This is an optimization exercise on Yosys and OpenROAD, whose aim is small area, a short achievable clock period and few clock cycles per item, not a production implementation. For this run, only the layout was checked, not whether the RTL still works. Power and IR drop assume default switching activity.

==> design.v <==
module sm3_compress (
    input  logic         i_clk,
    input  logic         i_rst,
    input  logic         i_start,
    input  logic         i_first_block,
    input  logic         i_extend_valid,
    output logic [7:0]   o_rd_addr0,
    output logic [7:0]   o_rd_addr1,
    input  logic [31:0]  i_rd_data0,
    input  logic [31:0]  i_rd_data1,
    output logic         o_busy,
    output logic [255:0] o_hash,
    output logic         o_hash_valid
);
    localparam logic [255:0] InitVector = {
        32'h7380166F, 32'h4914B2B9, 32'h172442D7, 32'hDA8A0600,
        32'hA96F30BC, 32'h163138AA, 32'hE38DEE4D, 32'hB0FB0E4E
    };
    localparam logic [31:0] TjLow    = 32'h79CC4519;
    localparam logic [31:0] TjHigh16 = 32'h9D8A7A87;   
    function automatic logic [31:0] rotl(input logic [31:0] x, input logic [4:0] n);
        logic [63:0] t;
        t = {x, x} << n;
        rotl = t[63:32];
    endfunction
    function automatic logic [31:0] p0(input logic [31:0] x);
        p0 = x ^ rotl(x, 5'd9) ^ rotl(x, 5'd17);
    endfunction
    function automatic logic [31:0] add_bk(input logic [31:0] x, input logic [31:0] y);
        logic [31:0] g, p;
        g = x & y;
        p = x ^ y;
        for (int d = 1; d < 32; d = d * 2) begin
            for (int i = 2 * d - 1; i < 32; i = i + 2 * d) begin
                g[i] = g[i] | (p[i] & g[i-d]);
                p[i] = p[i] & p[i-d];
            end
        end
        for (int d = 8; d >= 1; d = d / 2) begin
            for (int i = 3 * d - 1; i < 32; i = i + 2 * d) begin
                g[i] = g[i] | (p[i] & g[i-d]);
                p[i] = p[i] & p[i-d];
            end
        end
        add_bk = (x ^ y) ^ {g[30:0], 1'b0};
    endfunction
    logic         busy_q, valid_q, have_q, iv_q, low_q;
    logic [5:0]   addr_q;                
    logic [31:0]  tp_q;                  
    logic [31:0]  a_q, b_q, c_q, d_q, e_q, f_q, g_q, h_q;
    logic [31:0]  w_q, wp_q;             
    logic [255:0] hash_q;
    logic         accept, last, iv_now;
    logic [255:0] base, next_state;
    assign iv_now = i_first_block | ~have_q;
    assign accept = ~i_rst & i_start & i_extend_valid & ~busy_q;
    assign last   = busy_q & (addr_q == 6'd0);
    assign base   = iv_now ? InitVector : hash_q;
    logic [31:0] a_rot12, x_s, x_c, ss1, ss2, ff, gg, y, z, tt1, tt2;
    always_comb begin
        a_rot12 = rotl(a_q, 5'd12);
        x_s     = a_rot12 ^ e_q ^ tp_q;
        x_c     = ((a_rot12 & e_q) | (a_rot12 & tp_q) | (e_q & tp_q)) << 1;
        ss1     = rotl(add_bk(x_s, x_c), 5'd7);
        ss2     = ss1 ^ a_rot12;
        if (low_q) begin
            ff = a_q ^ b_q ^ c_q;
            gg = e_q ^ f_q ^ g_q;
        end else begin
            ff = (a_q & b_q) | (a_q & c_q) | (b_q & c_q);
            gg = (e_q & f_q) | (~e_q & g_q);
        end
        y   = add_bk(ff ^ d_q ^ wp_q, ((ff & d_q) | (ff & wp_q) | (d_q & wp_q)) << 1);
        z   = add_bk(gg ^ h_q ^ w_q,  ((gg & h_q) | (gg & w_q)  | (h_q & w_q))  << 1);
        tt1 = add_bk(y, ss2);
        tt2 = add_bk(z, ss1);
        next_state = {tt1, a_q, rotl(b_q, 5'd9), c_q, p0(tt2), e_q, rotl(f_q, 5'd19), g_q};
    end
    always_ff @(posedge i_clk) begin
        if (!busy_q) {a_q, b_q, c_q, d_q, e_q, f_q, g_q, h_q} <= base;
        else         {a_q, b_q, c_q, d_q, e_q, f_q, g_q, h_q} <= next_state;
        w_q  <= i_rd_data0;
        wp_q <= i_rd_data1;
        if (!busy_q)             tp_q <= TjLow;
        else if (addr_q == 6'd16) tp_q <= TjHigh16;
        else                     tp_q <= rotl(tp_q, 5'd1);
        if (!busy_q)             low_q <= 1'b1;
        else if (addr_q == 6'd16) low_q <= 1'b0;
        if (!busy_q) iv_q <= iv_now;
    end
    always_ff @(posedge i_clk) begin
        if (i_rst) begin
            busy_q  <= 1'b0;
            valid_q <= 1'b0;
            have_q  <= 1'b0;
            addr_q  <= 6'd0;
        end else begin
            valid_q <= last;
            if (accept)    busy_q <= 1'b1;
            else if (last) busy_q <= 1'b0;
            if (last) have_q <= 1'b1;
            if (accept)                                           addr_q <= 6'd1;
            else if (busy_q && addr_q != 6'd0 && addr_q != 6'd63) addr_q <= addr_q + 6'd1;
            else                                                  addr_q <= 6'd0;
        end
    end
    logic         keep, set_iv, take;
    assign keep   = ~i_rst & ~(last & iv_q);
    assign set_iv = ~i_rst & last & iv_q;
    assign take   = ~i_rst & last;
    always_ff @(posedge i_clk) begin
        hash_q <= ((hash_q & {256{keep}}) | (InitVector & {256{set_iv}})) ^ (next_state & {256{take}});
    end
    assign o_rd_addr0   = {2'b00, addr_q};
    assign o_rd_addr1   = 8'd68 + {2'b00, addr_q};
    assign o_busy       = busy_q;
    assign o_hash       = hash_q;
    assign o_hash_valid = valid_q;
endmodule
==> flow/run.sh <==
#!/bin/bash
# Own layout flow: the standard layout (standard.sh) with extra make variables.
#  - flow/synth_vars: VAR=value lines used for the synthesis step only
#  - flow/extra_vars: VAR=value lines used for every step
#  - flow/abc.script: if present, replaces ORFS's abc_area.script for synthesis (through a copy
#    of ORFS's scripts folder in the work folder; nothing else in it changes)
# Each make run's full output goes to its own log file in the work folder.
set -euo pipefail
here="$(cd "$(dirname "${BASH_SOURCE[0]}")" && pwd)"
work="$(cd "$here/.." && pwd)"
cd "$work"
readvars() {
  local f="$1"
  [[ -f "$f" ]] || return 0
  while IFS= read -r line; do
    [[ -z "$line" || "$line" == \#* ]] && continue
    printf '%s\0' "$line"
  done < "$f"
}
extra=(); synth=()
while IFS= read -r -d '' v; do extra+=("$v"); done < <(readvars "$here/extra_vars")
while IFS= read -r -d '' v; do synth+=("$v"); done < <(readvars "$here/synth_vars")
if [[ -f "$here/abc.script" ]]; then
  rm -rf "$work/scripts_abc"
  cp -r "$FLOW_HOME/scripts" "$work/scripts_abc"
  cp "$here/abc.script" "$work/scripts_abc/abc_area.script"
  synth+=("SCRIPTS_DIR=$work/scripts_abc")
fi
{
  echo "synthesis variables: ${synth[*]:-none}"
  echo "extra variables: ${extra[*]:-none}"
} | tee "$work/run_sh.log"
bash "$work/standard.sh" "${extra[@]}" "${synth[@]}" synth > "$work/make_synth.log" 2>&1
echo "synthesis done" | tee -a "$work/run_sh.log"
bash "$work/standard.sh" "${extra[@]}" finish > "$work/make_finish.log" 2>&1
echo "layout done" | tee -a "$work/run_sh.log"
==> flow/extra_vars <==
SETUP_SLACK_MARGIN=5.5
BUFFER_PORTS_ARGS=-buffer_cell sky130_fd_sc_hd__buf_1
==> flow/synth_vars <==
ADDER_MAP_FILE=
==> standard.sh <==
#!/bin/bash
# synth_recipe.tcl (not shown) runs the flow's synth.tcl, then flattens the netlist and writes it again
# the make line also repeats each setting of config.mk as NAME=value (left out here)
make -C /OpenROAD-flow-scripts/flow DESIGN_CONFIG=/design/flow/config.mk WORK_HOME=/design/flow/orfs CLKGATE_MAP_FILE= SYNTH_SCRIPT=/design/flow/synth_recipe.tcl "${@:-finish}"
==> config.mk <==
export PLATFORM = sky130hd
export DESIGN_NAME = sm3_compress
export DESIGN_NICKNAME = sm3_compress
export VERILOG_FILES = /design/flow/design.v
export SDC_FILE = /design/flow/constraint.sdc
export NUM_CORES = 4
export LEC_CHECK = 0
export ABC_AREA = 1
export CAP_MARGIN = 10
export CORE_MARGIN = 2
export CORE_UTILIZATION = 45
export CTS_BUF_LIST = sky130_fd_sc_hd__clkbuf_4 sky130_fd_sc_hd__clkbuf_8
export SETUP_SLACK_MARGIN = 5
export SLEW_MARGIN = 10
==> constraint.sdc <==
create_clock -name core_clock -period 10.0 [get_ports {i_clk}]
set_input_delay 2.0000 -clock core_clock [delete_from_list [all_inputs] [get_ports {i_clk}]]
set_output_delay 2.0000 -clock core_clock [all_outputs]
set_load 0.01 [all_outputs]
==> metrics.csv <==
metric;value;unit
status;timing/DRC/antenna clean;
critical path type;flip-flop to flip-flop;
Final min period;4520;ps
fmax;0.221;GHz
Root Buffer;clkbuf_8;
GPL Wtd Cong;0.978;
largest net degree at the start of global routing;138;
Gate Count Post-Synth;5311;
total routed wirelength;150000;um
initial antenna violation count;6;
Port Buffers;340;
P&R area growth vs syn;31.3;%
DRC;0;
Synth async-reset ratio;0;%
GRT Total Usage;35.3;%
Die W;282;um
grt ovf;0;
CP required;10610;ps
ANT nets after route;0;
flops & latches, synth;619;
count of buffer and inverter cells on the critical path;4;
CP peak stage delay;380;ps
H-tree Lvls;3;
reg2reg path depth;32;
clk latency of the worst-skew pair;780;ps
Post-synth EDFFs;1;
unrepaired setup endpoints after global routing;yes;
Avg WL per Cell;21.5;um
Hold Vio Cnt, Final;0;
fin nets;5930;
total negative setup slack;0;ps
iteration-0 DRC count of the detailed router;3360;
Lkg Pwr;21.4;nW
CTS tree;built;
layout cells sized above 1;23.7;%
Boundary Pins;343;
synthesized cell area;34800;sq um
hold_ws;451;ps
dpl hpwl;105000;um
most used cell, CP;nand2_2;
hold path start;tp_q[31];
core box area;76200;sq um
CTS Sinks;619;
CP max-delay cell;dfxtp_4;
Die Area;79600;sq um
Avg Vias per Cell;5.30;
RR Startpoint;low_q;
Final period util;45.2;%
Initial Util;45.7;%
Relative slew margins;25.7;%
Reg-to-Reg End;hash_q[118];
Hold/Removal Path Class;flip-flop to flip-flop;
hold_buf cts;0;
first drt pass iteration count;7;
Vias;36971;
Yosys Warn Count;1;
Power Density;414;nW/um^2
Max VDD drop;0.351;mV
critical path endpoint category;flip-flop;
Worst-path clk slew;70;ps
crit path DAT;5130;ps
R2R setup slack;5480;ps
first-pass GRT wire length;206000;um
CTS buffer count;110;
critical-path maximum fanout;8;
ys flop type;dfxtp_1;
number of global-route vias before repair;32421;
Tightest Pin Transition;1110;ps
clock skew;60.0;ps
Mean Syn Cell Area;6.55;sq um
CTS max path bufs;3;
synth unique cells;58;
register area share after synthesis;35.6;%
Worst setup SP type;flip-flop;
Rows;101;
hold path endpoint;tp_q[0];
Final Max Tran Viols;0;
hold path depth;2;
setup violators final;0;
DIE HEIGHT;282;um
MaxCap Viol Count;0;
cell family with most CP delay;simple AND/OR/NAND/NOR gates;
## where the power goes
group / total, mW / internal, mW / switching [mW]
sequential: 3.20 / 2.76 / 0.434
combinational: 13.1 / 4.90 / 8.18
clock: 2.65 / 1.50 / 1.16
## synth_stat cells (3+ instances only)
cell,instances,area [sq um]
nor2_1,308,1160
nor2_2,7,43.8
clkbuf_1,101,379
inv_2,21,78.8
clkinv_1,6,22.5
nand2_2,44,275
nor3_1,9,45.0
nand4_1,20,125
xor2_2,9,146
maj3_1,3,30.0
buf_6,8,90.1
o21ai_1,34,170
or2_0,3,18.8
o21ai_0,307,1540
or2_2,23,144
nand3_2,5,50.1
a21o_1,11,82.6
xnor2_1,61,534
a31oi_1,5,31.3
buf_2,9,45.0
buf_12,3,60.1
or2_1,23,144
dfxtp_1,618,12400
o211ai_1,25,188
a22o_1,10,87.6
and2_1,7,43.8
a22oi_1,76,571
a21boi_0,5,37.5
o21a_1,14,105
nand2_1,1869,7020
buf_1,19,71.3
nand3b_1,42,315
o21bai_1,3,22.5
nand3_1,433,2170
xor2_1,365,3200
o21ai_2,8,70.1
buf_4,9,67.6
inv_1,658,2470
a21oi_1,106,531
## tightest hold or removal path: cells and delay by family, from the launching register on
family,cells,cell delay [ps]
simple gates,1,60
buf+inv,1,50
flops,1,300
## placed cells by master, fill, tap and decap left out, types with 25 or more instances in the layout
cell | netlist | layout
clkbuf_8 | 0 | 144
dfxtp_4 | 0 | 48
nand2_4 | 1 | 97
nor2_2 | 7 | 47
o21ai_0 | 307 | 283
nand2_1 | 1869 | 1505
a22oi_1 | 76 | 76
inv_1 | 658 | 604
nand3_2 | 5 | 117
nor2_1 | 308 | 240
o21ai_1 | 34 | 33
clkbuf_4 | 0 | 28
nand3b_1 | 42 | 42
a21oi_1 | 106 | 78
nor2_4 | 0 | 28
buf_4 | 9 | 212
xor2_2 | 9 | 57
nand3_1 | 433 | 298
inv_2 | 21 | 53
xnor2_1 | 61 | 44
o211ai_1 | 25 | 25
buf_1 | 19 | 339
nand2_2 | 44 | 300
xor2_1 | 365 | 304
dfxtp_1 | 618 | 560
## state kept, by name (all words and copies together) (netlist names), 6 cells and up
name	cells
b_q	32
d_q	32
hash_q	256
tp_q	32
wp_q	32
g_q	32
e_q	32
c_q	32
h_q	32
w_q	32
f_q	32
a_q	32
addr_q	6
## kinds of logic (layout without fill, tap and decap cells)
logic type / count (synthesis) / after routing / synth area share (%)
other cells: 1 / 4 / 0.0108
fa+ha+maj: 3 / 3 / 0.0863
flops: 619 / 619 / 35.6
compound gates: 612 / 612 / 10.1
simple gates: 2803 / 2803 / 33.4
buf+inv: 835 / 1469 / 9.46
xor+xnor: 438 / 438 / 11.3
## worst max path at each step
| stage | from | end | slack [ps] | cells past startpoint |
|---|---|---|---|---|
| after floorplan | low_q | hash_q[124] | 6280 | 33 |
| after global placement | i_rst | hash_q[232] | 4230 | 8 |
| after detailed placement | i_rst | hash_q[101] | 4150 | 8 |
| after CTS | low_q | hash_q[255] | 5500 | 37 |
| after global routing | low_q | hash_q[126] | 5200 | 39 |
| final | low_q | hash_q[118] | 5480 | 32 |
## area by class of cell
cell class	instances	area, sq um
Clock inverter	25	274
Sequential cell	619	12600
Fill cell	7199	30500
Multi-Input combinational cell	3858	23100
Tap cell	1030	1290
Clock buffer	172	2190
Inverter	685	2660
Timing Repair Buffer	587	3570
Antenna cell	2	5.00
## through the flow
step	cell area [sq um]	cells	worst slack [ps]	total power [mW]	util (%)
6_report	45700	6978	5480	18.9	60.0
3_5_place_dp	36900	6557	4150	12.0	48.4
4_1_cts	40500	6806	5500	15.1	53.2
5_1_grt	45700	6977	5200	20.0	60.0
3_3_place_gp	36900	6557	4230	11.9	48.4
2_1_floorplan	34800	5312	6280	9.53	-
## what timing repair did
item,in CTS,in global routing
pin swaps,33,281
gates cloned,5,8
setup endpoints to repair,142,108
resized for setup,205,952
buffers inserted,47,162
## per-layer routing
layer / track usage, % / vias to the layer above / wire, um
li1: - / 17636 / -
met1: 45.8 / 17280 / 61100
met2: 55.1 / 1655 / 66200
met3: 6.20 / 398 / 12400
met4: 20.1 / 2 / 9970
met5: 0 / - / 14

-- port drivers added, routing unchanged --
How much do the figures lean on ideal ports? The routed layout below was timed once more, with nothing changed but the port constraints. Step 1 sets driving cells, clkbuf_16 on the clock port and buf_2 on the other inputs (assumed; they add their load-dependent delay and slew). Step 2 times the ports against the registers' clock, not the clock port: input delays grow and output delays shrink by t, the midpoint of the rising clock arrivals with the driver on. Slacks: ideal / step 1 / step 2; pairs: ideal / step 1.
shift t [ns]: 0.819
slack for setup (ns): 5.483 / 5.483 / 4.908
hold slack, ns: 0.451 / 0.451 / 0.451
worst setup path at the end: input to register
slew at the worst register clock pin (ns): 0.07 / 0.07
After both steps setup and hold are still met in this run. The setup slack of this run moves by 0.000 ns with the drivers and by -0.575 ns with both steps.
